Source: an optimization exercise on an open RTL-to-GDS flow (aim: small area and a short achievable clock period). Production flows keep margins and buffers that such runs may drop. Only simulation tests tie the RTL to the original design; equivalence was not proved. Power is estimated from default activity; no workload was simulated.

onyx:
Design yapp_rx_router, start of the top module:
module yapp_rx_router #(
    parameter int DATA_W     = yapp_rx_pkg::DEF_DATA_W,
    parameter int NUM_CH     = yapp_rx_pkg::DEF_NUM_CH,
    parameter int ADDR_W     = yapp_rx_pkg::DEF_ADDR_W,
    parameter int FIFO_DEPTH = yapp_rx_pkg::DEF_FIFO_DEPTH
) (
    input  logic                       clock,
    input  logic                       reset,
    input  logic [DATA_W-1:0]          in_data,
    input  logic                       in_data_vld,
    output logic                       in_suspend,
    output logic                       error,
    output logic [NUM_CH*DATA_W-1:0]   ch_data,
    output logic [NUM_CH-1:0]          ch_vld,
    input  logic [NUM_CH-1:0]          ch_rd,
    output logic [15:0]                drop_cnt
);
    localparam int LEN_W = DATA_W - ADDR_W;
    localparam int AW    = $clog2(FIFO_DEPTH);
    localparam int LO    = 8;
    localparam int LW    = $clog2(LO);
    localparam int HI    = FIFO_DEPTH / LO;
    logic              s_idle, s_idle_n, s_pay, s_par, s_dis;
    logic              s_idle_d, s_pay_d, s_par_d, s_dis_d;
    logic [DATA_W-1:0] acc, acc_d;
    logic [LEN_W-1:0]  rem, rem_d;
    logic [NUM_CH-1:0] tgt, tgt_d;           
    logic [ADDR_W-1:0] h_addr;
    logic [LEN_W-1:0]  h_len;
    logic              hdr_bad, hdr_ok, match, drop, sus_d;
    logic              rem_one, rem_zero;
    logic [DATA_W-1:0] wr_data_q, hdr_q, hdr_d;
    logic [AW-1:0]     wr_addr_q, wr_addr_d, hdr_addr_sel;
    logic [NUM_CH-1:0] push, commit, rewind;
    logic [NUM_CH-1:0] wr_ch_q;
    logic [LO-1:0]     wr_lo_q, wr_lo_d, inc_lo;
    logic [HI-1:0]     wr_hi_q, wr_hi_d, inc_hi;
    logic [NUM_CH-1:0][LO-1:0] cm_lo;
    logic [NUM_CH-1:0][HI-1:0] cm_hi;
    logic [NUM_CH-1:0][DATA_W-1:0] rd_data;
    logic [NUM_CH-1:0][AW-1:0]     cm_addr;
    logic [NUM_CH-1:0]             full_nxt;
    logic [NUM_CH-1:0]             h_sel;
    logic [AW-1:0]                 wr_addr_inc;
    assign h_addr   = in_data[ADDR_W-1:0];
    assign h_len    = in_data[DATA_W-1:ADDR_W];
    assign hdr_bad  = (h_addr >= ADDR_W'(NUM_CH)) || (h_len == '0);
    assign hdr_ok   = !hdr_bad;
    assign match    = in_data == acc;
    assign rem_one  = rem == LEN_W'(1);
    assign rem_zero = rem == '0;
    assign ch_data  = rd_data;
  ...
For scale: roughly 4200 cells after synthesis, about 1800 flip-flops, roughly 59 I/O pins, ~0.069 sq mm of cells after synthesis.
==> flow/config.mk <==
export PLATFORM = sky130hd
export DESIGN_NAME = yapp_rx_router
export DESIGN_NICKNAME = yapp_rx_router
export VERILOG_FILES = /design/flow/design.v
export SDC_FILE = /design/flow/constraint.sdc
export NUM_CORES = 4
export LEC_CHECK = 0
export ABC_CLOCK_PERIOD_IN_PS = 2400
export CAP_MARGIN = 20
export CORE_MARGIN = 2
export CORE_UTILIZATION = 55
export CTS_CLUSTER_DIAMETER = 60
export CTS_CLUSTER_SIZE = 24
export PLACE_DENSITY = 0.7
export SETUP_SLACK_MARGIN = 3.3
export SLEW_MARGIN = 20
==> flow/constraint.sdc <==
create_clock -name core_clock -period 5.5 [get_ports {clock}]
set_input_delay 1.1000 -clock core_clock [delete_from_list [all_inputs] [get_ports {clock}]]
set_output_delay 1.1000 -clock core_clock [all_outputs]
set_load 0.01 [all_outputs]
standard.sh (not shown) runs the stock make flow with config.mk's settings and CLKGATE_MAP_FILE= SYNTH_SCRIPT=/design/flow/synth_recipe.tcl, a recipe that flattens the netlist after the stock synthesis.
==> flow/flow/run.sh <==
#!/bin/bash
# The standard layout, with two changes: clock tree synthesis adds no dummy
# loads, and after placement each output buffer is moved next to the
# flip-flop that drives it (flow/obuf.tcl). Tool output goes to logs in this
# folder; ORFS keeps its per-step logs under orfs/logs.
set -euo pipefail
CTS="CTS_ARGS=-sink_clustering_enable -repair_clock_nets -sink_clustering_size 24 -sink_clustering_max_diameter 60 -dont_use_dummy_load"
bash standard.sh place "$CTS" > standard_place.log 2>&1
RES=$(ls -d orfs/results/*/*/base)
PLACE_ODB=$PWD/$RES/3_place.odb CELL_PAD_IN_SITES_DETAIL_PLACEMENT=0 \
  openroad -no_init -exit flow/obuf.tcl > obuf.log 2>&1
bash standard.sh finish "$CTS" > standard.log 2>&1
==> flow/flow/obuf.tcl <==
# Put each output port's buffer right next to the flip-flop that drives it, so
# the buffer, not the flip-flop, drives the wire out to the pin. Then legalize.
read_db $::env(PLACE_ODB)
set block [ord::get_db_block]
set moved 0
foreach bt [$block getBTerms] {
  if {[$bt getIoType] ne "OUTPUT"} { continue }
  set net [$bt getNet]
  set buf ""
  foreach it [$net getITerms] { if {[$it isOutputSignal]} { set buf [$it getInst] } }
  if {$buf eq ""} { continue }
  set a [$buf findITerm A]
  if {$a eq "NULL" || $a eq ""} { continue }
  set ff ""
  foreach it [[$a getNet] getITerms] { if {[$it isOutputSignal]} { set ff [$it getInst] } }
  if {$ff eq ""} { continue }
  set loc [$ff getLocation]
  set w [[$ff getMaster] getWidth]
  $buf setOrient [$ff getOrient]
  $buf setLocation [expr {[lindex $loc 0] + $w}] [lindex $loc 1]
  incr moved
}
puts "moved $moved output buffers"
set_placement_padding -global -left $::env(CELL_PAD_IN_SITES_DETAIL_PLACEMENT) -right $::env(CELL_PAD_IN_SITES_DETAIL_PLACEMENT)
detailed_placement
check_placement -verbose
write_db $::env(PLACE_ODB)
onyx reached the final stage; the timing, DRC and antenna checks on its layout passed.
diff inputs: onyx => pepper
- changing CTS_CLUSTER_DIAMETER from 60 to 50
- changing CTS_CLUSTER_SIZE from 24 to 20
- changing SETUP_SLACK_MARGIN from 3.3 to 3.2
-- flow/flow/run.sh --
<<< onyx, line 7
CTS="CTS_ARGS=-sink_clustering_enable -repair_clock_nets -sink_clustering_size 24 -sink_clustering_max_diameter 60 -dont_use_dummy_load"
>>> pepper, line 7
CTS="CTS_ARGS=-sink_clustering_enable -repair_clock_nets -sink_clustering_size 20 -sink_clustering_max_diameter 50 -dont_use_dummy_load"
### Flow results
- Total power ends up higher on pepper.
- Between onyx and pepper, the flow reports first-pass GRT wire length decreasing slightly.
- Filler-free cell count of the finished design of onyx is on par with pepper.
- The run showing the greater global-route usage is onyx.
What juniper does differently from pepper at the input level:
- PLACE_DENSITY now 0.74, was 0.7
- CTS_CLUSTER_SIZE now 24, was 20
- CTS_CLUSTER_DIAMETER now 60, was 50
- CORE_UTILIZATION now 60, was 55
-- flow/flow/run.sh --
<<< pepper, line 7
CTS="CTS_ARGS=-sink_clustering_enable -repair_clock_nets -sink_clustering_size 20 -sink_clustering_max_diameter 50 -dont_use_dummy_load"
>>> juniper, line 7
CTS="CTS_ARGS=-sink_clustering_enable -repair_clock_nets -sink_clustering_size 24 -sink_clustering_max_diameter 60 -dont_use_dummy_load"
[summary]
juniper vs. pepper: die footprint went down by about 8%. Clock-cell share of area for juniper is lower than for pepper. Area of the core region (lower): juniper. juniper against pepper: power density relative to cell area saw a decrease, overall power consumption saw a decrease.
Relative to juniper, the following input files were edited for ember:
- swapping 60 for 55 in CORE_UTILIZATION
- swapping 0.74 for 0.7 in PLACE_DENSITY
-- flow/flow/run.sh --
<<< juniper, line 7
CTS="CTS_ARGS=-sink_clustering_enable -repair_clock_nets -sink_clustering_size 24 -sink_clustering_max_diameter 60 -dont_use_dummy_load"
>>> ember, line 7
CTS="CTS_ARGS=-sink_clustering_enable -repair_clock_nets -sink_clustering_size 24 -sink_clustering_max_diameter 60 -dont_use_dummy_load -balance_levels"
Results
- ember vs juniper: end-of-flow core utilization down in ember
- On ember: cell count is 2.2% higher than what juniper gave.
- ember vs. juniper: routing usage on met1 went down by 3.4 points.
- Via count of ember falls short of that of juniper slightly.
- Setup slack ended up 10 ps lower on ember than on juniper.
- From juniper to ember the numbers moved as follows: logic gate share of total power fell 0.3 points; share of synthesized area spent on multiplexers comparable.

==> static timing again, ports no longer ideal <==
In the flow no input, the clock included, has a driving cell. The finished layouts below were timed again as built, in two steps. Step 1 assumes that a clkbuf_16 drives the clock port and a buf_2 every other input. Step 2 adds t to the input delays and takes it off the output delays; t is the mean of the earliest and latest rising clock arrival at the registers after step 1. Input paths then give back, and output paths get back, about the clock's delay inside the block. Slacks: ideal / step 1 / step 2; pairs: ideal / step 1.
run | shift t [ns] | setup WS [ns] | worst hold slack (ns) | worst setup path after step 2 | worst data-port slew with drivers (ns)
onyx | 0.773 | 3.093 / 3.012 / 2.541 | 0.400 / 0.368 / 0.514 | input to register | 0.10
pepper | 0.795 | 3.066 / 2.989 / 2.441 | 0.327 / 0.300 / 0.510 | input to register | 0.15
juniper | 0.783 | 3.104 / 3.026 / 2.466 | 0.453 / 0.422 / 0.532 | input to register | 0.12
ember | 0.785 | 3.094 / 3.014 / 2.409 | 0.347 / 0.317 / 0.515 | input to register | 0.16
After both steps setup and hold are still met in every run listed. For ember, which loses most, drivers alone change the setup slack by -0.080 ns; drivers and shift together by -0.685 ns.
